Source: an optimization exercise on an open RTL-to-GDS flow (aim: small area, a short achievable clock period and few clock cycles). Production flows keep margins and buffers that such runs may drop.
No functional check of the RTL was part of any run shown here.

==> design/flow/design.v <==
package multiplicacao_pkg;
  localparam int DATA_W_DEF = 8;
  localparam int MAX_N_DEF  = 5;
  typedef enum logic [1:0] {
    IDLE    = 2'd0,
    COMPUTE = 2'd1,
    DONE    = 2'd2
  } state_t;
  function automatic int data_max(input int w);
    data_max = (1 << (w - 1)) - 1;
  endfunction
  function automatic int data_min(input int w);
    data_min = -(1 << (w - 1));
  endfunction
  localparam int DATA_MAX = data_max(DATA_W_DEF);
  localparam int DATA_MIN = data_min(DATA_W_DEF);
  function automatic int idx(input int i, input int j, input int max_n,
                             input int data_w);
    idx = (i * max_n + j) * data_w;
  endfunction
  function automatic int decode_n(input int size, input int max_n);
    decode_n = (size + 2 > max_n) ? max_n : size + 2;
  endfunction
endpackage
module saturador #(
  parameter int ACC_W  = 18,
  parameter int DATA_W = 8,
  parameter int SPLIT  = 9
) (
  input  logic [ACC_W-1:0]  acc,
  input  logic              cy,
  input  logic              sat_en,
  output logic [DATA_W-1:0] y,
  output logic              ovf
);
  localparam int HW = ACC_W - SPLIT;
  logic [HW-1:0] hi;
  logic          lo_zero;    
  logic          lo_ones;    
  logic          hi_zero;    
  logic          hi_ones;    
  logic          neg;        
  logic          above;
  logic          below;
  always_comb begin
    hi      = acc[ACC_W-1:SPLIT];
    lo_zero = (acc[SPLIT-1:DATA_W-1] == '0);
    lo_ones = (acc[SPLIT-1:DATA_W-1] == '1);
    hi_zero = cy ? (hi == '1) : (hi == '0);
    hi_ones = cy ? (hi == {{(HW-1){1'b1}}, 1'b0}) : (hi == '1);
    neg     = acc[ACC_W-1] ^ (cy && (acc[ACC_W-2:SPLIT] == '1));
    above   = !neg && !(hi_zero && lo_zero);
    below   =  neg && !(hi_ones && lo_ones);
    ovf     = above | below;
    y       = acc[DATA_W-1:0];
    if (sat_en && above) begin
      y = {1'b0, {(DATA_W-1){1'b1}}};
    end else if (sat_en && below) begin
      y = {1'b1, {(DATA_W-1){1'b0}}};
    end
  end
endmodule
module multiplicacao_matrizes_seq #(
  parameter int DATA_W = multiplicacao_pkg::DATA_W_DEF,
  parameter int MAX_N  = multiplicacao_pkg::MAX_N_DEF,
  parameter int SIZE_W = $clog2(MAX_N - 1),
  parameter int ACC_W  = 18
) (
  input  logic                            clk,
  input  logic                            rst_n,
  input  logic                            start,
  input  logic                            sat_en,
  input  logic [SIZE_W-1:0]               matrix_size,
  input  logic [MAX_N*MAX_N*DATA_W-1:0]   A,
  input  logic [MAX_N*MAX_N*DATA_W-1:0]   B,
  output logic                            busy,
  output logic                            done,
  output logic [MAX_N*MAX_N*DATA_W-1:0]   C,
  output logic                            overflow_flag
);
  localparam int CNT_W = 3;
  logic             run_q;      
  logic             done_q;     
  logic             first_q;    
  logic [CNT_W-1:0] cnt_q;
  logic [MAX_N-1:0] sat_q;      
  logic [DATA_W-1:0] a_q [MAX_N][MAX_N];
  logic [DATA_W-1:0] b_q [MAX_N][MAX_N];
  logic [ACC_W-1:0]  acc_q [MAX_N][MAX_N];
  logic              cy_q  [MAX_N][MAX_N];
  logic [ACC_W-1:0]  acc_d [MAX_N][MAX_N];
  logic              cy_d  [MAX_N][MAX_N];
  logic idle;
  logic accept;
  logic more;
  logic [CNT_W-1:0] n_m1;
  logic [MAX_N-1:0] in_n;       
  assign idle   = !run_q && !done_q;
  assign accept = idle && start;
  assign more   = run_q && (cnt_q != '0);
  assign busy   = run_q;
  assign done   = done_q;
  assign n_m1   = CNT_W'(multiplicacao_pkg::decode_n(int'(matrix_size), MAX_N) - 1);
  always_comb begin
    for (int i = 0; i < MAX_N; i++) in_n[i] = (i <= int'(n_m1));
  end
  always_ff @(posedge clk or negedge rst_n) begin
    if (!rst_n) begin
      run_q   <= 1'b0;
      done_q  <= 1'b0;
      first_q <= 1'b0;
      cnt_q   <= '0;
      sat_q   <= '0;
    end else begin
      done_q  <= 1'b0;
      first_q <= 1'b0;
      if (accept) begin
        run_q   <= 1'b1;
        first_q <= 1'b1;
        cnt_q   <= n_m1;
        sat_q   <= {MAX_N{sat_en}} & in_n;
      end else if (run_q) begin
        cnt_q <= cnt_q - 1'b1;
        if (cnt_q == '0) begin
          run_q  <= 1'b0;
          done_q <= 1'b1;
        end
      end
    end
  end
  always_ff @(posedge clk) begin
    for (int i = 0; i < MAX_N; i++) begin
      for (int k = 0; k < MAX_N; k++) begin
        if (!run_q) begin
          b_q[k][i] <= B[(k*MAX_N + i)*DATA_W +: DATA_W] & {DATA_W{in_n[i]}};
        end else begin
          b_q[k][i] <= (k < MAX_N-1) ? b_q[(k+1) % MAX_N][i] : '0;
        end
      end
      for (int k = 1; k < MAX_N; k++) begin
        if (!run_q) begin
          a_q[i][k] <= A[(i*MAX_N + k)*DATA_W +: DATA_W] & {DATA_W{in_n[i]}};
        end else begin
          a_q[i][k] <= (k < MAX_N-1) ? a_q[i][(k+1) % MAX_N] : '0;
        end
      end
      a_q[i][0] <= ({DATA_W{accept && in_n[i]}} & A[(i*MAX_N)*DATA_W +: DATA_W]) |
                   ({DATA_W{more}} & a_q[i][1]);
    end
  end
  for (genvar gi = 0; gi < MAX_N; gi++) begin : g_mr
    for (genvar gj = 0; gj < MAX_N; gj++) begin : g_mc
      mac_unit u_mac (
        .a      (a_q[gi][0]),
        .b      (b_q[0][gj]),
        .acc_in (first_q ? '0 : acc_q[gi][gj]),
        .cy_in  (!first_q && cy_q[gi][gj]),
        .sum    (acc_d[gi][gj]),
        .cy     (cy_d[gi][gj])
      );
      always_ff @(posedge clk or negedge rst_n) begin
        if (!rst_n) begin
          acc_q[gi][gj] <= '0;
          cy_q[gi][gj]  <= 1'b0;
        end else begin
          acc_q[gi][gj] <= acc_d[gi][gj];
          cy_q[gi][gj]  <= cy_d[gi][gj];
        end
      end
    end
  end
  logic [MAX_N*MAX_N-1:0] ovf_e;
  for (genvar gi = 0; gi < MAX_N; gi++) begin : g_row
    for (genvar gj = 0; gj < MAX_N; gj++) begin : g_col
      saturador #(
        .ACC_W  (ACC_W),
        .DATA_W (DATA_W),
        .SPLIT  (9)
      ) u_sat (
        .acc    (acc_q[gi][gj]),
        .cy     (cy_q[gi][gj]),
        .sat_en (sat_q[gi]),
        .y      (C[(gi*MAX_N + gj)*DATA_W +: DATA_W]),
        .ovf    (ovf_e[gi*MAX_N + gj])
      );
    end
  end
  assign overflow_flag = |ovf_e;
endmodule
module mac_unit (
  input  logic [7:0]  a,
  input  logic [7:0]  b,
  input  logic [17:0] acc_in,
  input  logic        cy_in,
  output logic [17:0] sum,
  output logic        cy
);
  logic pp_0_0;
  logic pp_0_1;
  logic pp_0_2;
  logic pp_0_3;
  logic pp_0_4;
  logic pp_0_5;
  logic pp_0_6;
  logic pp_0_7;
  logic pp_1_0;
  logic pp_1_1;
  logic pp_1_2;
  logic pp_1_3;
  logic pp_1_4;
  logic pp_1_5;
  logic pp_1_6;
  logic pp_1_7;
  logic pp_2_0;
  logic pp_2_1;
  logic pp_2_2;
  logic pp_2_3;
  logic pp_2_4;
  logic pp_2_5;
  logic pp_2_6;
  logic pp_2_7;
  logic pp_3_0;
  logic pp_3_1;
  logic pp_3_2;
  logic pp_3_3;
  logic pp_3_4;
  logic pp_3_5;
  logic pp_3_6;
  logic pp_3_7;
  logic pp_4_0;
  logic pp_4_1;
  logic pp_4_2;
  logic pp_4_3;
  logic pp_4_4;
  logic pp_4_5;
  logic pp_4_6;
  logic pp_4_7;
  logic pp_5_0;
  logic pp_5_1;
  logic pp_5_2;
  logic pp_5_3;
  logic pp_5_4;
  logic pp_5_5;
  logic pp_5_6;
  logic pp_5_7;
  logic pp_6_0;
  logic pp_6_1;
  logic pp_6_2;
  logic pp_6_3;
  logic pp_6_4;
  logic pp_6_5;
  logic pp_6_6;
  logic pp_6_7;
  logic pp_7_0;
  logic pp_7_1;
  logic pp_7_2;
  logic pp_7_3;
  logic pp_7_4;
  logic pp_7_5;
  logic pp_7_6;
  logic pp_7_7;
  logic s0, c0;
  logic s1, c1;
  logic s2, c2;
  logic s3, c3;
  logic s4, c4;
  logic s5, c5;
  logic s6, c6;
  logic s7, c7;
  logic s8, c8;
  logic s9, c9;
  logic s10, c10;
  logic s11, c11;
  logic s12, c12;
  logic s13, c13;
  logic s14, c14;
  logic s15, c15;
  logic s16, c16;
  logic s17, c17;
  logic s18, c18;
  logic s19, c19;
  logic s20, c20;
  logic s21, c21;
  logic s22, c22;
  logic s23, c23;
  logic s24, c24;
  logic s25, c25;
  logic s26, c26;
  logic s27, c27;
  logic s28, c28;
  logic s29, c29;
  logic s30, c30;
  logic s31, c31;
  logic s32, c32;
  logic s33, c33;
  logic s34, c34;
  logic s35, c35;
  logic s36, c36;
  logic s37, c37;
  logic s38, c38;
  logic s39, c39;
  logic s40, c40;
  logic s41, c41;
  logic s42, c42;
  logic s43, c43;
  logic s44, c44;
  logic s45, c45;
  logic s46, c46;
  logic s47, c47;
  logic s48, c48;
  logic s49, c49;
  logic s50, c50;
  logic s51, c51;
  logic s52, c52;
  logic s53, c53;
  logic s54, c54;
  logic s55, c55;
  logic s56, c56;
  logic s57, c57;
  logic s58, c58;
  logic s59, c59;
  logic s60, c60;
  logic s61, c61;
  logic s62, c62;
  logic s63, c63;
  logic s64, c64;
  logic [17:0] r0, r1;
  assign pp_0_0 = a[0] & b[0];
  assign pp_0_1 = a[0] & b[1];
  assign pp_0_2 = a[0] & b[2];
  assign pp_0_3 = a[0] & b[3];
  assign pp_0_4 = a[0] & b[4];
  assign pp_0_5 = a[0] & b[5];
  assign pp_0_6 = a[0] & b[6];
  assign pp_0_7 = ~(a[0] & b[7]);
  assign pp_1_0 = a[1] & b[0];
  assign pp_1_1 = a[1] & b[1];
  assign pp_1_2 = a[1] & b[2];
  assign pp_1_3 = a[1] & b[3];
  assign pp_1_4 = a[1] & b[4];
  assign pp_1_5 = a[1] & b[5];
  assign pp_1_6 = a[1] & b[6];
  assign pp_1_7 = ~(a[1] & b[7]);
  assign pp_2_0 = a[2] & b[0];
  assign pp_2_1 = a[2] & b[1];
  assign pp_2_2 = a[2] & b[2];
  assign pp_2_3 = a[2] & b[3];
  assign pp_2_4 = a[2] & b[4];
  assign pp_2_5 = a[2] & b[5];
  assign pp_2_6 = a[2] & b[6];
  assign pp_2_7 = ~(a[2] & b[7]);
  assign pp_3_0 = a[3] & b[0];
  assign pp_3_1 = a[3] & b[1];
  assign pp_3_2 = a[3] & b[2];
  assign pp_3_3 = a[3] & b[3];
  assign pp_3_4 = a[3] & b[4];
  assign pp_3_5 = a[3] & b[5];
  assign pp_3_6 = a[3] & b[6];
  assign pp_3_7 = ~(a[3] & b[7]);
  assign pp_4_0 = a[4] & b[0];
  assign pp_4_1 = a[4] & b[1];
  assign pp_4_2 = a[4] & b[2];
  assign pp_4_3 = a[4] & b[3];
  assign pp_4_4 = a[4] & b[4];
  assign pp_4_5 = a[4] & b[5];
  assign pp_4_6 = a[4] & b[6];
  assign pp_4_7 = ~(a[4] & b[7]);
  assign pp_5_0 = a[5] & b[0];
  assign pp_5_1 = a[5] & b[1];
  assign pp_5_2 = a[5] & b[2];
  assign pp_5_3 = a[5] & b[3];
  assign pp_5_4 = a[5] & b[4];
  assign pp_5_5 = a[5] & b[5];
  assign pp_5_6 = a[5] & b[6];
  assign pp_5_7 = ~(a[5] & b[7]);
  assign pp_6_0 = a[6] & b[0];
  assign pp_6_1 = a[6] & b[1];
  assign pp_6_2 = a[6] & b[2];
  assign pp_6_3 = a[6] & b[3];
  assign pp_6_4 = a[6] & b[4];
  assign pp_6_5 = a[6] & b[5];
  assign pp_6_6 = a[6] & b[6];
  assign pp_6_7 = ~(a[6] & b[7]);
  assign pp_7_0 = ~(a[7] & b[0]);
  assign pp_7_1 = ~(a[7] & b[1]);
  assign pp_7_2 = ~(a[7] & b[2]);
  assign pp_7_3 = ~(a[7] & b[3]);
  assign pp_7_4 = ~(a[7] & b[4]);
  assign pp_7_5 = ~(a[7] & b[5]);
  assign pp_7_6 = ~(a[7] & b[6]);
  assign pp_7_7 = a[7] & b[7];
  assign s0 = pp_0_1 ^ pp_1_0 ^ acc_in[1];
  assign c0 = (pp_0_1 & pp_1_0) | (pp_0_1 & acc_in[1]) | (pp_1_0 & acc_in[1]);
  assign s1 = pp_0_2 ^ pp_1_1 ^ pp_2_0;
  assign c1 = (pp_0_2 & pp_1_1) | (pp_0_2 & pp_2_0) | (pp_1_1 & pp_2_0);
  assign s2 = acc_in[2] ^ c0;
  assign c2 = acc_in[2] & c0;
  assign s3 = pp_0_3 ^ pp_1_2 ^ pp_2_1;
  assign c3 = (pp_0_3 & pp_1_2) | (pp_0_3 & pp_2_1) | (pp_1_2 & pp_2_1);
  assign s4 = pp_3_0 ^ acc_in[3] ^ c1;
  assign c4 = (pp_3_0 & acc_in[3]) | (pp_3_0 & c1) | (acc_in[3] & c1);
  assign s5 = s3 ^ c2;
  assign c5 = s3 & c2;
  assign s6 = pp_0_4 ^ pp_1_3 ^ pp_2_2;
  assign c6 = (pp_0_4 & pp_1_3) | (pp_0_4 & pp_2_2) | (pp_1_3 & pp_2_2);
  assign s7 = pp_3_1 ^ pp_4_0 ^ acc_in[4];
  assign c7 = (pp_3_1 & pp_4_0) | (pp_3_1 & acc_in[4]) | (pp_4_0 & acc_in[4]);
  assign s8 = c3 ^ s6 ^ s7;
  assign c8 = (c3 & s6) | (c3 & s7) | (s6 & s7);
  assign s9 = c4 ^ c5;
  assign c9 = c4 & c5;
  assign s10 = pp_0_5 ^ pp_1_4 ^ pp_2_3;
  assign c10 = (pp_0_5 & pp_1_4) | (pp_0_5 & pp_2_3) | (pp_1_4 & pp_2_3);
  assign s11 = pp_3_2 ^ pp_4_1 ^ pp_5_0;
  assign c11 = (pp_3_2 & pp_4_1) | (pp_3_2 & pp_5_0) | (pp_4_1 & pp_5_0);
  assign s12 = acc_in[5] ^ c6 ^ c7;
  assign c12 = (acc_in[5] & c6) | (acc_in[5] & c7) | (c6 & c7);
  assign s13 = s10 ^ s11 ^ c8;
  assign c13 = (s10 & s11) | (s10 & c8) | (s11 & c8);
  assign s14 = s12 ^ c9;
  assign c14 = s12 & c9;
  assign s15 = pp_0_6 ^ pp_1_5 ^ pp_2_4;
  assign c15 = (pp_0_6 & pp_1_5) | (pp_0_6 & pp_2_4) | (pp_1_5 & pp_2_4);
  assign s16 = pp_3_3 ^ pp_4_2 ^ pp_5_1;
  assign c16 = (pp_3_3 & pp_4_2) | (pp_3_3 & pp_5_1) | (pp_4_2 & pp_5_1);
  assign s17 = pp_6_0 ^ acc_in[6] ^ c10;
  assign c17 = (pp_6_0 & acc_in[6]) | (pp_6_0 & c10) | (acc_in[6] & c10);
  assign s18 = c11 ^ s15 ^ s16;
  assign c18 = (c11 & s15) | (c11 & s16) | (s15 & s16);
  assign s19 = c12 ^ s17 ^ s18;
  assign c19 = (c12 & s17) | (c12 & s18) | (s17 & s18);
  assign s20 = c14 ^ c13;
  assign c20 = c14 & c13;
  assign s21 = pp_0_7 ^ pp_1_6 ^ pp_2_5;
  assign c21 = (pp_0_7 & pp_1_6) | (pp_0_7 & pp_2_5) | (pp_1_6 & pp_2_5);
  assign s22 = pp_3_4 ^ pp_4_3 ^ pp_5_2;
  assign c22 = (pp_3_4 & pp_4_3) | (pp_3_4 & pp_5_2) | (pp_4_3 & pp_5_2);
  assign s23 = pp_6_1 ^ pp_7_0 ^ acc_in[7];
  assign c23 = (pp_6_1 & pp_7_0) | (pp_6_1 & acc_in[7]) | (pp_7_0 & acc_in[7]);
  assign s24 = c15 ^ c16 ^ s21;
  assign c24 = (c15 & c16) | (c15 & s21) | (c16 & s21);
  assign s25 = s22 ^ s23 ^ c17;
  assign c25 = (s22 & s23) | (s22 & c17) | (s23 & c17);
  assign s26 = c18 ^ s24 ^ s25;
  assign c26 = (c18 & s24) | (c18 & s25) | (s24 & s25);
  assign s27 = c19 ^ c20;
  assign c27 = c19 & c20;
  assign s28 = 1'b1 ^ pp_1_7 ^ pp_2_6;
  assign c28 = (1'b1 & pp_1_7) | (1'b1 & pp_2_6) | (pp_1_7 & pp_2_6);
  assign s29 = pp_3_5 ^ pp_4_4 ^ pp_5_3;
  assign c29 = (pp_3_5 & pp_4_4) | (pp_3_5 & pp_5_3) | (pp_4_4 & pp_5_3);
  assign s30 = pp_6_2 ^ pp_7_1 ^ acc_in[8];
  assign c30 = (pp_6_2 & pp_7_1) | (pp_6_2 & acc_in[8]) | (pp_7_1 & acc_in[8]);
  assign s31 = c21 ^ c22 ^ c23;
  assign c31 = (c21 & c22) | (c21 & c23) | (c22 & c23);
  assign s32 = s28 ^ s29 ^ s30;
  assign c32 = (s28 & s29) | (s28 & s30) | (s29 & s30);
  assign s33 = c24 ^ s31 ^ s32;
  assign c33 = (c24 & s31) | (c24 & s32) | (s31 & s32);
  assign s34 = c25 ^ s33 ^ c27;
  assign c34 = (c25 & s33) | (c25 & c27) | (s33 & c27);
  assign s35 = pp_2_7 ^ pp_3_6 ^ pp_4_5;
  assign c35 = (pp_2_7 & pp_3_6) | (pp_2_7 & pp_4_5) | (pp_3_6 & pp_4_5);
  assign s36 = pp_5_4 ^ pp_6_3 ^ pp_7_2;
  assign c36 = (pp_5_4 & pp_6_3) | (pp_5_4 & pp_7_2) | (pp_6_3 & pp_7_2);
  assign s37 = acc_in[9] ^ cy_in ^ c28;
  assign c37 = (acc_in[9] & cy_in) | (acc_in[9] & c28) | (cy_in & c28);
  assign s38 = c29 ^ c30 ^ s35;
  assign c38 = (c29 & c30) | (c29 & s35) | (c30 & s35);
  assign s39 = s36 ^ c31 ^ c32;
  assign c39 = (s36 & c31) | (s36 & c32) | (c31 & c32);
  assign s40 = s37 ^ s38 ^ c33;
  assign c40 = (s37 & s38) | (s37 & c33) | (s38 & c33);
  assign s41 = s39 ^ s40;
  assign c41 = s39 & s40;
  assign s42 = pp_3_7 ^ pp_4_6 ^ pp_5_5;
  assign c42 = (pp_3_7 & pp_4_6) | (pp_3_7 & pp_5_5) | (pp_4_6 & pp_5_5);
  assign s43 = pp_6_4 ^ pp_7_3 ^ acc_in[10];
  assign c43 = (pp_6_4 & pp_7_3) | (pp_6_4 & acc_in[10]) | (pp_7_3 & acc_in[10]);
  assign s44 = c35 ^ c36 ^ s42;
  assign c44 = (c35 & c36) | (c35 & s42) | (c36 & s42);
  assign s45 = s43 ^ c37 ^ c38;
  assign c45 = (s43 & c37) | (s43 & c38) | (c37 & c38);
  assign s46 = s44 ^ c39 ^ s45;
  assign c46 = (s44 & c39) | (s44 & s45) | (c39 & s45);
  assign s47 = c40 ^ s46;
  assign c47 = c40 & s46;
  assign s48 = pp_4_7 ^ pp_5_6 ^ pp_6_5;
  assign c48 = (pp_4_7 & pp_5_6) | (pp_4_7 & pp_6_5) | (pp_5_6 & pp_6_5);
  assign s49 = pp_7_4 ^ acc_in[11] ^ c42;
  assign c49 = (pp_7_4 & acc_in[11]) | (pp_7_4 & c42) | (acc_in[11] & c42);
  assign s50 = c43 ^ s48 ^ c44;
  assign c50 = (c43 & s48) | (c43 & c44) | (s48 & c44);
  assign s51 = s49 ^ c45 ^ s50;
  assign c51 = (s49 & c45) | (s49 & s50) | (c45 & s50);
  assign s52 = c46 ^ s51;
  assign c52 = c46 & s51;
  assign s53 = pp_5_7 ^ pp_6_6 ^ pp_7_5;
  assign c53 = (pp_5_7 & pp_6_6) | (pp_5_7 & pp_7_5) | (pp_6_6 & pp_7_5);
  assign s54 = acc_in[12] ^ c48 ^ s53;
  assign c54 = (acc_in[12] & c48) | (acc_in[12] & s53) | (c48 & s53);
  assign s55 = c49 ^ s54 ^ c50;
  assign c55 = (c49 & s54) | (c49 & c50) | (s54 & c50);
  assign s56 = c51 ^ s55;
  assign c56 = c51 & s55;
  assign s57 = pp_6_7 ^ pp_7_6 ^ acc_in[13];
  assign c57 = (pp_6_7 & pp_7_6) | (pp_6_7 & acc_in[13]) | (pp_7_6 & acc_in[13]);
  assign s58 = c53 ^ s57 ^ c54;
  assign c58 = (c53 & s57) | (c53 & c54) | (s57 & c54);
  assign s59 = s58 ^ c55;
  assign c59 = s58 & c55;
  assign s60 = pp_7_7 ^ acc_in[14] ^ c57;
  assign c60 = (pp_7_7 & acc_in[14]) | (pp_7_7 & c57) | (acc_in[14] & c57);
  assign s61 = s60 ^ c58;
  assign c61 = s60 & c58;
  assign s62 = 1'b1 ^ acc_in[15] ^ c60;
  assign c62 = (1'b1 & acc_in[15]) | (1'b1 & c60) | (acc_in[15] & c60);
  assign s63 = 1'b1 ^ acc_in[16];
  assign c63 = 1'b1 & acc_in[16];
  assign s64 = 1'b1 ^ acc_in[17];
  assign c64 = 1'b1 & acc_in[17];
  assign r0 = {c63, s63, s62, s61, s59, s56, c47, c41, c34, c26, s26, s19, s14, s8, s4, s1, s0, acc_in[0]};
  assign r1 = {s64, c62, c61, c59, c56, c52, s52, s47, s41, s34, s27, s20, s13, s9, s5, s2, 1'b0, pp_0_0};
  assign {cy, sum[8:0]} = r0[8:0] + r1[8:0];
  assign sum[17:9] = r0[17:9] + r1[17:9];
endmodule
==> design/flow/flow/run.sh <==
#!/bin/bash
# The standard layout (the standard.sh, unchanged synthesis), with extra
# ORFS settings from flow/knobs.txt (one VAR=value per line): a larger
# setup margin for timing repair and a plain buffer for the port buffers.
# The constraints, clock period and checks are unchanged.
set -euo pipefail
mapfile -t KNOBS < <(grep -v '^#' flow/knobs.txt | sed '/^$/d')
bash standard.sh "${KNOBS[@]}" finish > standard_flow.log 2>&1
==> design/flow/flow/knobs.txt <==
SETUP_SLACK_MARGIN=6.5
BUFFER_PORTS_ARGS=-buffer_cell sky130_fd_sc_hd__buf_2
==> design/flow/standard.sh <==
#!/bin/bash
# synth_recipe.tcl (not shown) runs the flow's synth.tcl, then flattens the netlist and writes it again
# the make line also repeats each setting of config.mk as NAME=value (left out here)
make -C /OpenROAD-flow-scripts/flow DESIGN_CONFIG=/design/flow/config.mk WORK_HOME=/design/flow/orfs CLKGATE_MAP_FILE= SYNTH_SCRIPT=/design/flow/synth_recipe.tcl "${@:-finish}"
==> design/flow/config.mk <==
export PLATFORM = sky130hd
export DESIGN_NAME = multiplicacao_matrizes_seq
export DESIGN_NICKNAME = multiplicacao_matrizes_seq
export VERILOG_FILES = /design/flow/design.v
export SDC_FILE = /design/flow/constraint.sdc
export NUM_CORES = 4
export LEC_CHECK = 0
export CAP_MARGIN = 20
export CORE_MARGIN = 2
export CORE_UTILIZATION = 40
export SLEW_MARGIN = 20
==> design/flow/constraint.sdc <==
create_clock -name core_clock -period 11.0 [get_ports {clk}]
set_input_delay 2.2000 -clock core_clock [delete_from_list [all_inputs] [get_ports {clk}]]
set_output_delay 2.2000 -clock core_clock [all_outputs]
set_load 0.01 [all_outputs]
==> impl_metrics.env, run 1 <==
export IMPL_outcome="finished clean"
export IMPL_h_tree_depth=3
export IMPL_drt_drc_violations_left=0
export IMPL_synth_flop_cell="dfrtp_1"
export IMPL_drive_gt1_share_pct=23.6
export IMPL_globalRouteOverflowTotal=0
export IMPL_grt_pass1_vias=74200
export IMPL_yosys_area_top_type="fa_1"
export IMPL_wirelength_mm=291
export IMPL_clkSinkCount=886
export IMPL_placed_area_sq_um=94600
export IMPL_ys_ff_latch=886
export IMPL_yosys_warnings=12
export IMPL_maxSlewHeadroom_pct=34.6
export IMPL_dp_slack_ns=5.10
export IMPL_dieArea_sq_um=225000
export IMPL_viasPerCell=5.20
export IMPL_required_ns=8.80
export IMPL_wl_per_cell_um=22.1
export IMPL_cts_buffer_depth=3
export IMPL_fin_cells=13200
export IMPL_setup_tns_ns=0
export IMPL_netlist_instances=9360
export IMPL_synth_fp_nets=11800
export IMPL_synth_edf_count=0
export IMPL_fin_crit_sh_pct=54.8
export IMPL_setup_viol=0
export IMPL_yosysMostFrequentCell="inv_1"
export IMPL_finClkSkew_ns=0.0544
export IMPL_syn_area_sq_um=88300
export IMPL_start_kind="flip-flop"
export IMPL_cts_tree="yes"
export IMPL_first_pass_iters=5
export IMPL_die_h_um=474
export IMPL_synthXorXnorAreaFrac_pct=3.48
export IMPL_utilization_pct=50.3
export IMPL_cts_inserted_buffers=111
export IMPL_synth_distinct_cells=59
export IMPL_synth_area_leaders="fa_1 (28%), dfrtp_1 (14%), ha_1 (11%)"
export IMPL_critical_path_class="reg -> out"
export IMPL_grt_use_total_pct=25.8
export IMPL_ios=609
export IMPL_hold_viol=0
export IMPL_worst_pin_slew_ns=0.982
export IMPL_nets=12700
export IMPL_post_synth_cell_area_avg_sq_um=9.43
export IMPL_finalWorstSetupSlack_ns=4.98
export IMPL_timing_final_crit_period_ns=6.02
export IMPL_core_sq_um=220000
export IMPL_die_w_um=474
export IMPL_worstPathMaxFanout=3
export IMPL_ant_nets=0
export IMPL_synthAdderAreaFrac_pct=39.4
export IMPL_start_util_pct=40.2
export IMPL_numPortBuffers=608
export IMPL_max_cap_viol_count=0
export IMPL_synth_simple_gate_area_share_pct=17.1
export IMPL_cts_clk_slew_worst_paths_ns=0.06
export IMPL_dr_total_vias=68700
export IMPL_synth_compound_area_share_pct=8.70
export IMPL_area_growth_pct=25.1
export IMPL_drv_slew=0
export IMPL_place_gp_congestion=0.868
export IMPL_cts_root_buffer="clkbuf_16"
export IMPL_drt_first_iter_violations=3997
export IMPL_async_flop_share_pct=54.9
export IMPL_clkLatencyLatePin_ns=0.80
export IMPL_grt_max_degree=141
export IMPL_synth_top_family_by_area="adder cells"
export IMPL_final_area_sq_um=110000
export IMPL_seq_area_frac_synth_pct=22.8
export IMPL_cp_arrival_ns=3.82
export IMPL_yosys_top_cells_count="inv_1 (1487), nand2_1 (1254), fa_1 (1250)"
export IMPL_end_kind="output port"
export IMPL_hold_class="reg -> reg"
export IMPL_dp_cells=12500
export IMPL_synthMuxAreaShare_pct=0.162
export IMPL_rsz0062_at_grt="true"
export IMPL_grt_first_pass_wirelength_mm=440
export IMPL_max_freq_mhz=166
export IMPL_rows=172
export IMPL_antenna_found_initial=56
export IMPL_netlist_area_leader_share_pct=28.3
export IMPL_dp_hpwl_mm=193
## critical path: stages (launching register included)
cell	delay (ns)
dfrtp_1	0.37
and4_1	0.18
nand4_1	0.14
or4_4	0.64
a22oi_2	0.44
and4_1	0.30
nand4_1	0.19
or4_4	0.64
buf_6	0.16
## final timing paths
| kind | startpoint | to | slack [ns] | depth (start not counted) |
|---|---|---|---|---|
| max | acc_q[21][10] | overflow_flag | 4.98 | 8 |
| min | b_q[6][6] | b_q[1][6] | 0.44 | 1 |
| max reg2reg | first_q | acc_q[17][17] | 6.07 | 23 |
| min reg2reg | b_q[6][6] | b_q[1][6] | 0.44 | 1 |
| max in group asynchronous | rst_n | acc_q[13][9] | 7.75 | 3 |
| min in group asynchronous | rst_n | acc_q[6][3] | 1.31 | 1 |
## per-stage QoR
stage	hold slack (ns)
final	0.436
after global placement	0.433
after CTS	0.436
after global routing	0.452
after detailed placement	0.435
after floorplan	0.426
## cell type report
cell class                 instances  area, sq um
sequential                       886        20300
fill                           19900       109000
multi-input combinational       6521        66600
inverter                        1487         5580
tap                             2871         3590
clock inverter                    58          786
clock buffer                     153         3220
antenna                           25         62.6
timing repair buffer            1216        10400
## sequential cells by signal, indices dropped and copies added, names as in the netlist
name     cells
a_q        200
acc_q      450
b_q        200
cnt_q        3
cy_q        25
done_q       1
first_q      1
run_q        1
sat_q        5
## what timing repair did
| item | CTS | global route |
|---|---|---|
| gates resized for setup | 1031 | 560 |
| gates cloned | 23 | 2 |
| hold buffers | 0 | 0 |
| setup endpoints to repair | 464 | 331 |
| endpoints found under the hold margin | 0 | 0 |
| buffers inserted | 344 | 137 |
| pin swaps | 507 | 464 |
## logic make-up (layout without fill, tap and decap cells)
| logic type | count (synthesis) | after routing |
|---|---|---|
| DFF | 886 | 886 |
| muxes | 14 | 14 |
| buffers and inverters | 1953 | 2914 |
| xor gates and xnor gates | 351 | 351 |
| adders and majority gates | 2030 | 2030 |
| AOI/OAI and AO/OA | 1113 | 1113 |
| other | 0 | 25 |
| and+or+nand+nor | 3013 | 3013 |
## layer usage
metal	vias to the layer above	GRT usage [%]	part of all wire [%]
met5	-	0	0.067
met4	32	10.3	4.4
met3	516	4.63	6.9
met2	2149	43.6	48
met1	35100	32.5	40
li1	30900	-	-
## cell usage in the layout (no fill, tap or decap), types with 258 or more instances in the layout
cell type  netlist  final
a22o_1         325    325
nand2_1       1254   1077
buf_2            0    502
fa_1          1250   1102
buf_4            0    345
inv_1         1487   1416
buf_6            0    258
ha_1           780    658
and2_1         830    827
dfxtp_1        400    360
dfrtp_1        486    462
==> run 2: changes to the inputs <==
==> design/flow/run.sh (new file) <==
#!/bin/bash
# synth_recipe.tcl (not shown) runs the flow's synth.tcl, then flattens the netlist and writes it again
# the make line also repeats each setting of config.mk as NAME=value (left out here)
make -C /OpenROAD-flow-scripts/flow DESIGN_CONFIG=/design/flow/config.mk WORK_HOME=/design/flow/orfs CLKGATE_MAP_FILE= SYNTH_SCRIPT=/design/flow/synth_recipe.tcl finish
--- a/design/flow/config.mk
+++ b/design/flow/config.mk
@@ -9,3 +9,4 @@
 export CORE_MARGIN = 2
 export CORE_UTILIZATION = 40
+export SETUP_SLACK_MARGIN = 5
 export SLEW_MARGIN = 20
removed: design/flow/flow/run.sh
removed: design/flow/flow/knobs.txt
removed: design/flow/standard.sh
==> impl_metrics.env, run 2 <==
export IMPL_outcome="finished clean"
export IMPL_drv_slew=0
export IMPL_dr_total_vias=64800
export IMPL_yosys_area_top_type="fa_1"
export IMPL_die_w_um=474
export IMPL_globalRouteOverflowTotal=0
export IMPL_yosys_warnings=12
export IMPL_yosysMostFrequentCell="inv_1"
export IMPL_hold_ws_ns=0.424
export IMPL_critical_path_class="reg -> out"
export IMPL_ant_nets=0
export IMPL_dp_slack_ns=4.87
export IMPL_cts_root_buffer="clkbuf_16"
export IMPL_timing_final_crit_period_ns=5.98
export IMPL_fin_cells=12700
export IMPL_syn_area_sq_um=88300
export IMPL_start_kind="flip-flop"
export IMPL_cts_clk_slew_worst_paths_ns=0.06
export IMPL_fillers=21000
export IMPL_layout_common_cells="inv_1 (1487), nand2_1 (1254), fa_1 (1250)"
export IMPL_dp_hpwl_mm=196
export IMPL_viasPerCell=5.09
export IMPL_worstPathMaxFanout=3
export IMPL_largest_register_ffs=450
export IMPL_ios=609
export IMPL_drt_first_iter_violations=3345
export IMPL_dp_cells=12500
export IMPL_fin_crit_sh_pct=54.3
export IMPL_netlist_area_leader_share_pct=28.3
export IMPL_post_synth_cell_area_avg_sq_um=9.43
export IMPL_setup_viol=0
export IMPL_regMostFlops="acc_q"
export IMPL_cts_tree="yes"
export IMPL_cts_buffer_depth=3
export IMPL_setup_tns_ns=0
export IMPL_ys_ff_latch=886
export IMPL_netlist_instances=9360
export IMPL_finClkSkew_ns=0.0786
export IMPL_grt_use_total_pct=23.9
export IMPL_h_tree_depth=3
export IMPL_grt_pass1_vias=70200
export IMPL_drive_gt1_share_pct=3.89
export IMPL_core_sq_um=220000
export IMPL_grt_first_pass_wirelength_mm=413
export IMPL_async_flop_share_pct=54.9
export IMPL_first_pass_iters=6
export IMPL_dieArea_sq_um=225000
export IMPL_nets=12200
export IMPL_synth_fp_nets=11800
export IMPL_max_cap_viol_count=0
export IMPL_maxSlewHeadroom_pct=31.8
export IMPL_hold_class="reg -> reg"
export IMPL_clkSinkCount=886
export IMPL_worst_pin_slew_ns=1.02
export IMPL_required_ns=8.80
export IMPL_seq_area_frac_synth_pct=22.8
export IMPL_clkLatencyLatePin_ns=0.79
export IMPL_final_common_cell="inv_1"
export IMPL_wl_per_cell_um=20.8
export IMPL_rows=172
export IMPL_end_kind="output port"
export IMPL_rsz0062_at_grt="true"
export IMPL_wirelength_mm=265
export IMPL_synth_flop_cell="dfrtp_1"
export IMPL_synth_distinct_cells=59
export IMPL_die_h_um=474
export IMPL_synth_area_leaders="fa_1 (28%), dfrtp_1 (14%), ha_1 (11%)"
export IMPL_synth_edf_count=0
export IMPL_grt_max_degree=147
export IMPL_largestRegisters="acc_q (450), a_q (200), b_q (200)"
export IMPL_max_freq_mhz=167
export IMPL_yosys_top_cells_count="inv_1 (1487), nand2_1 (1254), fa_1 (1250)"
export IMPL_antenna_found_initial=21
export IMPL_cp_arrival_ns=3.78
export IMPL_r2r_slack_ns=5.47
export IMPL_drt_drc_violations_left=0
export IMPL_start_util_pct=40.2
export IMPL_hold_viol=0
export IMPL_area_growth_pct=14.8
export IMPL_place_gp_congestion=0.876
export IMPL_cts_inserted_buffers=111
export IMPL_numPortBuffers=608
export IMPL_finalWorstSetupSlack_ns=5.02
==> run 2: cell counts after synthesis <==
No cell type changed its count.
==> run 2: cell type report <==
type                       instances  area [sq um]  share of cell area (%)
inverter                        1487          5580                    5.50
antenna                            9          22.5                  0.0222
clock inverter                    57           704                   0.695
tap                             2871          3590                    3.54
timing repair buffer             729          7100                    7.00
sequential                       886         20200                    19.9
multi-input combinational       6521         60900                    60.1
clock buffer                     152          3250                    3.20
==> run 2: layer usage <==
layer  share of wire (%)  track usage [%]  wire (um)  vias up
met4                 3.3             7.52       8680        8
met3                 5.7             3.90      15000      300
met2                  49             40.9     129000     1626
met1                  42             30.7     112000    33000
li1                    -                -          -    29900
met5               0.022                0         57        -
==> run 2: logic make-up (layout without fill, tap and decap cells) <==
| group | count (synthesis) | after routing | share of synthesized area (%) |
|---|---|---|---|
| AOI/OAI and AO/OA | 1113 | 1113 | 8.70 |
| xor gates and xnor gates | 351 | 351 | 3.48 |
| adders and majority gates | 2030 | 2030 | 39.4 |
| buffers and inverters | 1953 | 2425 | 8.30 |
| DFF | 886 | 886 | 22.8 |
| muxes | 14 | 14 | 0.162 |
| other | 0 | 9 | 0 |
| and+or+nand+nor | 3013 | 3013 | 17.1 |
==> run 2: final timing paths <==
path,startpoint,endpoint,depth (start not counted)
min in group asynchronous,rst_n,acc_q[6][4],1
worst min register to register,b_q[15][3],b_q[10][3],1
worst max register to register,first_q,acc_q[4][17],19
max in group asynchronous,rst_n,acc_q[9][0],3
worst max-delay path,acc_q[22][10],overflow_flag,8
worst min-delay path,b_q[15][3],b_q[10][3],1
==> run 2: metrics by stage <==
stage | instance area [sq um] | utilization, %
after floorplan | 88300 | -
after global placement | 97200 | 44.3
after detailed placement | 97200 | 44.3
after CTS | 101000 | 46.1
after global routing | 101000 | 46.2
final | 101000 | 46.2
==> run 2: what timing repair did <==
action,in CTS,in global routing
hold buffers,0,0
endpoints found under the setup margin,7,24
gates resized for setup,18,6
buffers inserted,2,7
cloned,0,1
endpoints found under the hold margin,0,0
pin swaps,5,3
==> run 2: critical path, stage by stage (launching register included) <==
cell	delay (ns)
dfrtp_1	0.38
and4_1	0.21
nand4_1	0.13
or4_4	0.57
a22oi_2	0.41
and4_4	0.32
nand4_1	0.16
or4_4	0.66
clkbuf_2	0.16
==> run 3: changes to the inputs <==
--- a/design/flow/design.v
+++ b/design/flow/design.v
@@ -82,5 +82,4 @@
   logic             run_q;      
   logic             done_q;     
-  logic             first_q;    
   logic [CNT_W-1:0] cnt_q;
   logic [MAX_N-1:0] sat_q;      
@@ -109,13 +108,10 @@
       run_q   <= 1'b0;
       done_q  <= 1'b0;
-      first_q <= 1'b0;
       cnt_q   <= '0;
       sat_q   <= '0;
     end else begin
       done_q  <= 1'b0;
-      first_q <= 1'b0;
       if (accept) begin
         run_q   <= 1'b1;
-        first_q <= 1'b1;
         cnt_q   <= n_m1;
         sat_q   <= {MAX_N{sat_en}} & in_n;
@@ -154,6 +150,6 @@
         .a      (a_q[gi][0]),
         .b      (b_q[0][gj]),
-        .acc_in (first_q ? '0 : acc_q[gi][gj]),
-        .cy_in  (!first_q && cy_q[gi][gj]),
+        .acc_in (acc_q[gi][gj]),
+        .cy_in  (cy_q[gi][gj]),
         .sum    (acc_d[gi][gj]),
         .cy     (cy_d[gi][gj])
@@ -163,4 +159,7 @@
           acc_q[gi][gj] <= '0;
           cy_q[gi][gj]  <= 1'b0;
+        end else if (accept) begin
+          acc_q[gi][gj] <= '0;
+          cy_q[gi][gj]  <= 1'b0;
         end else begin
           acc_q[gi][gj] <= acc_d[gi][gj];
@@ -390,40 +389,40 @@
   assign pp_7_6 = ~(a[7] & b[6]);
   assign pp_7_7 = a[7] & b[7];
-  assign s0 = pp_0_1 ^ pp_1_0 ^ acc_in[1];
-  assign c0 = (pp_0_1 & pp_1_0) | (pp_0_1 & acc_in[1]) | (pp_1_0 & acc_in[1]);
-  assign s1 = pp_0_2 ^ pp_1_1 ^ pp_2_0;
-  assign c1 = (pp_0_2 & pp_1_1) | (pp_0_2 & pp_2_0) | (pp_1_1 & pp_2_0);
-  assign s2 = acc_in[2] ^ c0;
-  assign c2 = acc_in[2] & c0;
-  assign s3 = pp_0_3 ^ pp_1_2 ^ pp_2_1;
-  assign c3 = (pp_0_3 & pp_1_2) | (pp_0_3 & pp_2_1) | (pp_1_2 & pp_2_1);
-  assign s4 = pp_3_0 ^ acc_in[3] ^ c1;
-  assign c4 = (pp_3_0 & acc_in[3]) | (pp_3_0 & c1) | (acc_in[3] & c1);
+  assign s0 = acc_in[1] ^ pp_0_1 ^ pp_1_0;
+  assign c0 = (acc_in[1] & pp_0_1) | (acc_in[1] & pp_1_0) | (pp_0_1 & pp_1_0);
+  assign s1 = acc_in[2] ^ pp_0_2 ^ pp_1_1;
+  assign c1 = (acc_in[2] & pp_0_2) | (acc_in[2] & pp_1_1) | (pp_0_2 & pp_1_1);
+  assign s2 = pp_2_0 ^ c0;
+  assign c2 = pp_2_0 & c0;
+  assign s3 = acc_in[3] ^ pp_0_3 ^ pp_1_2;
+  assign c3 = (acc_in[3] & pp_0_3) | (acc_in[3] & pp_1_2) | (pp_0_3 & pp_1_2);
+  assign s4 = pp_2_1 ^ pp_3_0 ^ c1;
+  assign c4 = (pp_2_1 & pp_3_0) | (pp_2_1 & c1) | (pp_3_0 & c1);
   assign s5 = s3 ^ c2;
   assign c5 = s3 & c2;
-  assign s6 = pp_0_4 ^ pp_1_3 ^ pp_2_2;
-  assign c6 = (pp_0_4 & pp_1_3) | (pp_0_4 & pp_2_2) | (pp_1_3 & pp_2_2);
-  assign s7 = pp_3_1 ^ pp_4_0 ^ acc_in[4];
-  assign c7 = (pp_3_1 & pp_4_0) | (pp_3_1 & acc_in[4]) | (pp_4_0 & acc_in[4]);
+  assign s6 = acc_in[4] ^ pp_0_4 ^ pp_1_3;
+  assign c6 = (acc_in[4] & pp_0_4) | (acc_in[4] & pp_1_3) | (pp_0_4 & pp_1_3);
+  assign s7 = pp_2_2 ^ pp_3_1 ^ pp_4_0;
+  assign c7 = (pp_2_2 & pp_3_1) | (pp_2_2 & pp_4_0) | (pp_3_1 & pp_4_0);
   assign s8 = c3 ^ s6 ^ s7;
   assign c8 = (c3 & s6) | (c3 & s7) | (s6 & s7);
   assign s9 = c4 ^ c5;
   assign c9 = c4 & c5;
-  assign s10 = pp_0_5 ^ pp_1_4 ^ pp_2_3;
-  assign c10 = (pp_0_5 & pp_1_4) | (pp_0_5 & pp_2_3) | (pp_1_4 & pp_2_3);
-  assign s11 = pp_3_2 ^ pp_4_1 ^ pp_5_0;
-  assign c11 = (pp_3_2 & pp_4_1) | (pp_3_2 & pp_5_0) | (pp_4_1 & pp_5_0);
-  assign s12 = acc_in[5] ^ c6 ^ c7;
-  assign c12 = (acc_in[5] & c6) | (acc_in[5] & c7) | (c6 & c7);
+  assign s10 = acc_in[5] ^ pp_0_5 ^ pp_1_4;
+  assign c10 = (acc_in[5] & pp_0_5) | (acc_in[5] & pp_1_4) | (pp_0_5 & pp_1_4);
+  assign s11 = pp_2_3 ^ pp_3_2 ^ pp_4_1;
+  assign c11 = (pp_2_3 & pp_3_2) | (pp_2_3 & pp_4_1) | (pp_3_2 & pp_4_1);
+  assign s12 = pp_5_0 ^ c6 ^ c7;
+  assign c12 = (pp_5_0 & c6) | (pp_5_0 & c7) | (c6 & c7);
   assign s13 = s10 ^ s11 ^ c8;
   assign c13 = (s10 & s11) | (s10 & c8) | (s11 & c8);
   assign s14 = s12 ^ c9;
   assign c14 = s12 & c9;
-  assign s15 = pp_0_6 ^ pp_1_5 ^ pp_2_4;
-  assign c15 = (pp_0_6 & pp_1_5) | (pp_0_6 & pp_2_4) | (pp_1_5 & pp_2_4);
-  assign s16 = pp_3_3 ^ pp_4_2 ^ pp_5_1;
-  assign c16 = (pp_3_3 & pp_4_2) | (pp_3_3 & pp_5_1) | (pp_4_2 & pp_5_1);
-  assign s17 = pp_6_0 ^ acc_in[6] ^ c10;
-  assign c17 = (pp_6_0 & acc_in[6]) | (pp_6_0 & c10) | (acc_in[6] & c10);
+  assign s15 = acc_in[6] ^ pp_0_6 ^ pp_1_5;
+  assign c15 = (acc_in[6] & pp_0_6) | (acc_in[6] & pp_1_5) | (pp_0_6 & pp_1_5);
+  assign s16 = pp_2_4 ^ pp_3_3 ^ pp_4_2;
+  assign c16 = (pp_2_4 & pp_3_3) | (pp_2_4 & pp_4_2) | (pp_3_3 & pp_4_2);
+  assign s17 = pp_5_1 ^ pp_6_0 ^ c10;
+  assign c17 = (pp_5_1 & pp_6_0) | (pp_5_1 & c10) | (pp_6_0 & c10);
   assign s18 = c11 ^ s15 ^ s16;
   assign c18 = (c11 & s15) | (c11 & s16) | (s15 & s16);
@@ -432,10 +431,10 @@
   assign s20 = c14 ^ c13;
   assign c20 = c14 & c13;
-  assign s21 = pp_0_7 ^ pp_1_6 ^ pp_2_5;
-  assign c21 = (pp_0_7 & pp_1_6) | (pp_0_7 & pp_2_5) | (pp_1_6 & pp_2_5);
-  assign s22 = pp_3_4 ^ pp_4_3 ^ pp_5_2;
-  assign c22 = (pp_3_4 & pp_4_3) | (pp_3_4 & pp_5_2) | (pp_4_3 & pp_5_2);
-  assign s23 = pp_6_1 ^ pp_7_0 ^ acc_in[7];
-  assign c23 = (pp_6_1 & pp_7_0) | (pp_6_1 & acc_in[7]) | (pp_7_0 & acc_in[7]);
+  assign s21 = acc_in[7] ^ pp_0_7 ^ pp_1_6;
+  assign c21 = (acc_in[7] & pp_0_7) | (acc_in[7] & pp_1_6) | (pp_0_7 & pp_1_6);
+  assign s22 = pp_2_5 ^ pp_3_4 ^ pp_4_3;
+  assign c22 = (pp_2_5 & pp_3_4) | (pp_2_5 & pp_4_3) | (pp_3_4 & pp_4_3);
+  assign s23 = pp_5_2 ^ pp_6_1 ^ pp_7_0;
+  assign c23 = (pp_5_2 & pp_6_1) | (pp_5_2 & pp_7_0) | (pp_6_1 & pp_7_0);
   assign s24 = c15 ^ c16 ^ s21;
   assign c24 = (c15 & c16) | (c15 & s21) | (c16 & s21);
@@ -446,10 +445,10 @@
   assign s27 = c19 ^ c20;
   assign c27 = c19 & c20;
-  assign s28 = 1'b1 ^ pp_1_7 ^ pp_2_6;
-  assign c28 = (1'b1 & pp_1_7) | (1'b1 & pp_2_6) | (pp_1_7 & pp_2_6);
-  assign s29 = pp_3_5 ^ pp_4_4 ^ pp_5_3;
-  assign c29 = (pp_3_5 & pp_4_4) | (pp_3_5 & pp_5_3) | (pp_4_4 & pp_5_3);
-  assign s30 = pp_6_2 ^ pp_7_1 ^ acc_in[8];
-  assign c30 = (pp_6_2 & pp_7_1) | (pp_6_2 & acc_in[8]) | (pp_7_1 & acc_in[8]);
+  assign s28 = 1'b1 ^ acc_in[8] ^ pp_1_7;
+  assign c28 = (1'b1 & acc_in[8]) | (1'b1 & pp_1_7) | (acc_in[8] & pp_1_7);
+  assign s29 = pp_2_6 ^ pp_3_5 ^ pp_4_4;
+  assign c29 = (pp_2_6 & pp_3_5) | (pp_2_6 & pp_4_4) | (pp_3_5 & pp_4_4);
+  assign s30 = pp_5_3 ^ pp_6_2 ^ pp_7_1;
+  assign c30 = (pp_5_3 & pp_6_2) | (pp_5_3 & pp_7_1) | (pp_6_2 & pp_7_1);
   assign s31 = c21 ^ c22 ^ c23;
   assign c31 = (c21 & c22) | (c21 & c23) | (c22 & c23);
@@ -460,10 +459,10 @@
   assign s34 = c25 ^ s33 ^ c27;
   assign c34 = (c25 & s33) | (c25 & c27) | (s33 & c27);
-  assign s35 = pp_2_7 ^ pp_3_6 ^ pp_4_5;
-  assign c35 = (pp_2_7 & pp_3_6) | (pp_2_7 & pp_4_5) | (pp_3_6 & pp_4_5);
-  assign s36 = pp_5_4 ^ pp_6_3 ^ pp_7_2;
-  assign c36 = (pp_5_4 & pp_6_3) | (pp_5_4 & pp_7_2) | (pp_6_3 & pp_7_2);
-  assign s37 = acc_in[9] ^ cy_in ^ c28;
-  assign c37 = (acc_in[9] & cy_in) | (acc_in[9] & c28) | (cy_in & c28);
+  assign s35 = acc_in[9] ^ cy_in ^ pp_2_7;
+  assign c35 = (acc_in[9] & cy_in) | (acc_in[9] & pp_2_7) | (cy_in & pp_2_7);
+  assign s36 = pp_3_6 ^ pp_4_5 ^ pp_5_4;
+  assign c36 = (pp_3_6 & pp_4_5) | (pp_3_6 & pp_5_4) | (pp_4_5 & pp_5_4);
+  assign s37 = pp_6_3 ^ pp_7_2 ^ c28;
+  assign c37 = (pp_6_3 & pp_7_2) | (pp_6_3 & c28) | (pp_7_2 & c28);
   assign s38 = c29 ^ c30 ^ s35;
   assign c38 = (c29 & c30) | (c29 & s35) | (c30 & s35);
@@ -474,8 +473,8 @@
   assign s41 = s39 ^ s40;
   assign c41 = s39 & s40;
-  assign s42 = pp_3_7 ^ pp_4_6 ^ pp_5_5;
-  assign c42 = (pp_3_7 & pp_4_6) | (pp_3_7 & pp_5_5) | (pp_4_6 & pp_5_5);
-  assign s43 = pp_6_4 ^ pp_7_3 ^ acc_in[10];
-  assign c43 = (pp_6_4 & pp_7_3) | (pp_6_4 & acc_in[10]) | (pp_7_3 & acc_in[10]);
+  assign s42 = acc_in[10] ^ pp_3_7 ^ pp_4_6;
+  assign c42 = (acc_in[10] & pp_3_7) | (acc_in[10] & pp_4_6) | (pp_3_7 & pp_4_6);
+  assign s43 = pp_5_5 ^ pp_6_4 ^ pp_7_3;
+  assign c43 = (pp_5_5 & pp_6_4) | (pp_5_5 & pp_7_3) | (pp_6_4 & pp_7_3);
   assign s44 = c35 ^ c36 ^ s42;
   assign c44 = (c35 & c36) | (c35 & s42) | (c36 & s42);
@@ -486,8 +485,8 @@
   assign s47 = c40 ^ s46;
   assign c47 = c40 & s46;
-  assign s48 = pp_4_7 ^ pp_5_6 ^ pp_6_5;
-  assign c48 = (pp_4_7 & pp_5_6) | (pp_4_7 & pp_6_5) | (pp_5_6 & pp_6_5);
-  assign s49 = pp_7_4 ^ acc_in[11] ^ c42;
-  assign c49 = (pp_7_4 & acc_in[11]) | (pp_7_4 & c42) | (acc_in[11] & c42);
+  assign s48 = acc_in[11] ^ pp_4_7 ^ pp_5_6;
+  assign c48 = (acc_in[11] & pp_4_7) | (acc_in[11] & pp_5_6) | (pp_4_7 & pp_5_6);
+  assign s49 = pp_6_5 ^ pp_7_4 ^ c42;
+  assign c49 = (pp_6_5 & pp_7_4) | (pp_6_5 & c42) | (pp_7_4 & c42);
   assign s50 = c43 ^ s48 ^ c44;
   assign c50 = (c43 & s48) | (c43 & c44) | (s48 & c44);
@@ -496,20 +495,20 @@
   assign s52 = c46 ^ s51;
   assign c52 = c46 & s51;
-  assign s53 = pp_5_7 ^ pp_6_6 ^ pp_7_5;
-  assign c53 = (pp_5_7 & pp_6_6) | (pp_5_7 & pp_7_5) | (pp_6_6 & pp_7_5);
-  assign s54 = acc_in[12] ^ c48 ^ s53;
-  assign c54 = (acc_in[12] & c48) | (acc_in[12] & s53) | (c48 & s53);
+  assign s53 = acc_in[12] ^ pp_5_7 ^ pp_6_6;
+  assign c53 = (acc_in[12] & pp_5_7) | (acc_in[12] & pp_6_6) | (pp_5_7 & pp_6_6);
+  assign s54 = pp_7_5 ^ c48 ^ s53;
+  assign c54 = (pp_7_5 & c48) | (pp_7_5 & s53) | (c48 & s53);
   assign s55 = c49 ^ s54 ^ c50;
   assign c55 = (c49 & s54) | (c49 & c50) | (s54 & c50);
   assign s56 = c51 ^ s55;
   assign c56 = c51 & s55;
-  assign s57 = pp_6_7 ^ pp_7_6 ^ acc_in[13];
-  assign c57 = (pp_6_7 & pp_7_6) | (pp_6_7 & acc_in[13]) | (pp_7_6 & acc_in[13]);
+  assign s57 = acc_in[13] ^ pp_6_7 ^ pp_7_6;
+  assign c57 = (acc_in[13] & pp_6_7) | (acc_in[13] & pp_7_6) | (pp_6_7 & pp_7_6);
   assign s58 = c53 ^ s57 ^ c54;
   assign c58 = (c53 & s57) | (c53 & c54) | (s57 & c54);
   assign s59 = s58 ^ c55;
   assign c59 = s58 & c55;
-  assign s60 = pp_7_7 ^ acc_in[14] ^ c57;
-  assign c60 = (pp_7_7 & acc_in[14]) | (pp_7_7 & c57) | (acc_in[14] & c57);
+  assign s60 = acc_in[14] ^ pp_7_7 ^ c57;
+  assign c60 = (acc_in[14] & pp_7_7) | (acc_in[14] & c57) | (pp_7_7 & c57);
   assign s61 = s60 ^ c58;
   assign c61 = s60 & c58;
==> design/flow/flow/run.sh (new file) <==
#!/bin/bash
# The standard layout (the standard.sh, unchanged synthesis), with extra
# ORFS settings from flow/knobs.txt (one VAR=value per line): a larger
# setup margin for timing repair and a plain buffer for the port buffers.
# The constraints, clock period and checks are unchanged.
set -euo pipefail
mapfile -t KNOBS < <(grep -v '^#' flow/knobs.txt | sed '/^$/d')
bash standard.sh "${KNOBS[@]}" finish > standard_flow.log 2>&1
==> design/flow/flow/knobs.txt (new file) <==
SETUP_SLACK_MARGIN=6.5
BUFFER_PORTS_ARGS=-buffer_cell sky130_fd_sc_hd__buf_2
==> design/flow/standard.sh (new file) <==
#!/bin/bash
# synth_recipe.tcl (not shown) runs the flow's synth.tcl, then flattens the netlist and writes it again
# the make line also repeats each setting of config.mk as NAME=value (left out here)
make -C /OpenROAD-flow-scripts/flow DESIGN_CONFIG=/design/flow/config.mk WORK_HOME=/design/flow/orfs CLKGATE_MAP_FILE= SYNTH_SCRIPT=/design/flow/synth_recipe.tcl "${@:-finish}"
--- a/design/flow/config.mk
+++ b/design/flow/config.mk
@@ -9,4 +9,3 @@
 export CORE_MARGIN = 2
 export CORE_UTILIZATION = 40
-export SETUP_SLACK_MARGIN = 5
 export SLEW_MARGIN = 20
removed: design/flow/run.sh
==> impl_metrics.env, run 3 <==
export IMPL_outcome="finished clean"
export IMPL_cts_root_buffer="clkbuf_16"
export IMPL_area_growth_pct=33.5
export IMPL_place_gp_congestion=0.900
export IMPL_wirelength_mm=381
export IMPL_grt_first_pass_wirelength_mm=536
export IMPL_placed_area_sq_um=95700
export IMPL_worst_pin_slew_ns=1.10
export IMPL_synth_fp_nets=12300
export IMPL_yosys_warnings=12
export IMPL_max_freq_mhz=164
export IMPL_rsz0062_at_grt="true"
export IMPL_grt_max_degree=146
export IMPL_seq_area_frac_synth_pct=22.5
export IMPL_post_synth_cell_area_avg_sq_um=9.11
export IMPL_finClkSkew_ns=0.0788
export IMPL_cts_clk_slew_worst_paths_ns=0.06
export IMPL_viasPerCell=5.44
export IMPL_largest_register_ffs=450
export IMPL_dieArea_sq_um=227000
export IMPL_grt_pass1_vias=80000
export IMPL_cts_tree="yes"
export IMPL_final_area_sq_um=119000
export IMPL_die_h_um=477
export IMPL_cts_inserted_buffers=114
export IMPL_rows=173
export IMPL_regMostFlops="acc_q"
export IMPL_yosysMostFrequentCell="inv_1"
export IMPL_utilization_pct=53.7
export IMPL_clkSinkCount=885
export IMPL_largestRegisters="acc_q (450), a_q (200), b_q (200)"
export IMPL_fin_crit_sh_pct=55.4
export IMPL_globalRouteOverflowTotal=0
export IMPL_cp_arrival_ns=3.89
export IMPL_layout_common_cells="inv_1 (1605), nand2_1 (1226), fa_1 (982)"
export IMPL_dp_hpwl_mm=200
export IMPL_synth_flop_cell="dfrtp_1"
export IMPL_netlist_area_leader_share_pct=28.0
export IMPL_ys_ff_latch=885
export IMPL_final_common_cell="inv_1"
export IMPL_h_tree_depth=3
export IMPL_required_ns=8.80
export IMPL_synth_area_leaders="fa_1 (28%), dfrtp_1 (14%), ha_1 (11%)"
export IMPL_start_kind="flip-flop"
export IMPL_core_sq_um=222000
export IMPL_yosys_top_cells_count="inv_1 (1721), nand2_1 (1447), fa_1 (1250)"
export IMPL_synth_distinct_cells=69
export IMPL_hold_viol=0
export IMPL_netlist_instances=9817
export IMPL_clkLatencyLatePin_ns=0.83
export IMPL_drv_slew=0
export IMPL_dr_total_vias=77100
export IMPL_max_cap_viol_count=0
export IMPL_drt_first_iter_violations=6579
export IMPL_timing_final_crit_period_ns=6.09
export IMPL_ios=609
export IMPL_async_flop_share_pct=54.8
export IMPL_ant_nets=0
export IMPL_cts_buffer_depth=3
export IMPL_drt_drc_violations_left=0
export IMPL_grt_use_total_pct=32.4
export IMPL_start_util_pct=40.2
export IMPL_wl_per_cell_um=26.9
export IMPL_critical_path_class="reg -> out"
export IMPL_hold_class="reg -> reg"
export IMPL_worstPathMaxFanout=5
export IMPL_yosys_area_top_type="fa_1"
export IMPL_antenna_found_initial=71
export IMPL_first_pass_iters=5
export IMPL_setup_viol=0
export IMPL_nets=13500
export IMPL_numPortBuffers=608
export IMPL_syn_area_sq_um=89400
export IMPL_drive_gt1_share_pct=27.8
export IMPL_synth_edf_count=0
export IMPL_die_w_um=477
export IMPL_end_kind="output port"
export IMPL_setup_tns_ns=0
export IMPL_maxSlewHeadroom_pct=26.6
run 3: changes by cell type after synthesis, sizes merged, moves of 89 or more:
| cell | before | now |
|---|---|---|
| nand2 | 1254 | 1447 |
| nor2 | 218 | 574 |
| a22o | 325 | 232 |
| inv | 1487 | 1723 |
| nor2b | 210 | 121 |
| a21oi | 286 | 104 |
| nor3 | 54 | 143 |
| nand2b | 268 | 10 |
run 3: what timing repair did:
item,CTS,global route
pin swaps,559,458
hold endpoints to repair,0,0
buffers inserted,558,193
gates cloned,127,11
gates resized for setup,1596,580
hold buffers,0,0
endpoints found under the setup margin,360,328
run 3: path summary, 6_finish.rpt:
check | start | slack [ns] | to | cells past startpoint
min | a_q[3][7] | 0.40 | a_q[2][7] | 1
max | acc_q[11][7] | 4.91 | overflow_flag | 8
min in group asynchronous | rst_n | 1.36 | acc_q[0][4] | 1
max reg2reg | b_q[4][1] | 6.00 | acc_q[9][17] | 20
min reg2reg | a_q[3][7] | 0.40 | a_q[2][7] | 1
max in group asynchronous | rst_n | 7.34 | run_q | 3
run 3: through the flow:
stage / setup slack, ns / instances / hold WS [ns]
floorplan: 6.40 / 9817 / 0.401
global placement: 5.06 / 13000 / 0.411
detailed placement: 5.45 / 13000 / 0.415
CTS: 5.00 / 13900 / 0.404
global route: 4.91 / 14100 / 0.423
finish: 4.91 / 14200 / 0.396
run 3: routing by layer:
layer	vias up	wire length (um)	track usage, %
li1	33000	-	-
met1	38600	137000	39.2
met4	52	32000	21.6
met2	4318	164000	49.0
met5	-	340	0
met3	1220	48000	10.9
run 3: kinds of logic after synthesis:
group | Yosys count | share of synthesized area (%)
and+or+nand+nor | 3356 | 17.6
buffers and inverters | 2200 | 9.24
adders and majority gates | 2030 | 38.9
AOI/OAI and AO/OA | 993 | 8.21
DFF | 885 | 22.5
xor gates and xnor gates | 330 | 3.23
muxes | 23 | 0.264
run 3: layout make-up:
| class | instances | area, sq um |
|---|---|---|
| multi-input combinational | 6732 | 67400 |
| tap | 2975 | 3720 |
| inverter | 1723 | 6470 |
| sequential | 885 | 20400 |
| clock inverter | 56 | 612 |
| antenna | 54 | 135 |
| timing repair buffer | 1604 | 17300 |
| fill | 19200 | 103000 |
| clock buffer | 160 | 3310 |
run 3: worst max-delay path, stage by stage, from the launching register on:
cell	delay (ns)
dfrtp_2	0.43
a22oi_1	0.12
o41ai_2	0.37
o21ai_2	0.18
or4_4	0.56
nor4b_4	0.59
nand4b_1	0.18
or4_4	0.51
buf_2	0.17

-- afterwards: timing with drivers on the ports --
Ports are ideal in the flow. The routed layouts listed here were re-timed in OpenROAD. Step 1 sets driving cells, clkbuf_16 on the clock port and buf_2 on the other inputs (assumed; they add their load-dependent delay and slew). Step 2 moves the port delays by t, midway between the first and last clock arrival at a register: inputs arrive t later, outputs are due t later. That takes back most of the time a late clock gives input paths. Slacks: no drivers / after step 1 / after step 2; pairs: no drivers / after step 1.
run	shift t [ns]	setup WS [ns]	worst setup path after step 2	worst register clock-pin slew, ns	cell pins on the clock port's net
run 1	0.868	4.976 / 4.876 / 5.744	register to output	0.07 / 0.07	1
run 2	0.841	5.023 / 4.940 / 5.467	register to register	0.07 / 0.07	1
run 3	0.895	4.909 / 4.806 / 5.701	register to output	0.07 / 0.07	1
After both steps every run listed still meets setup and hold.
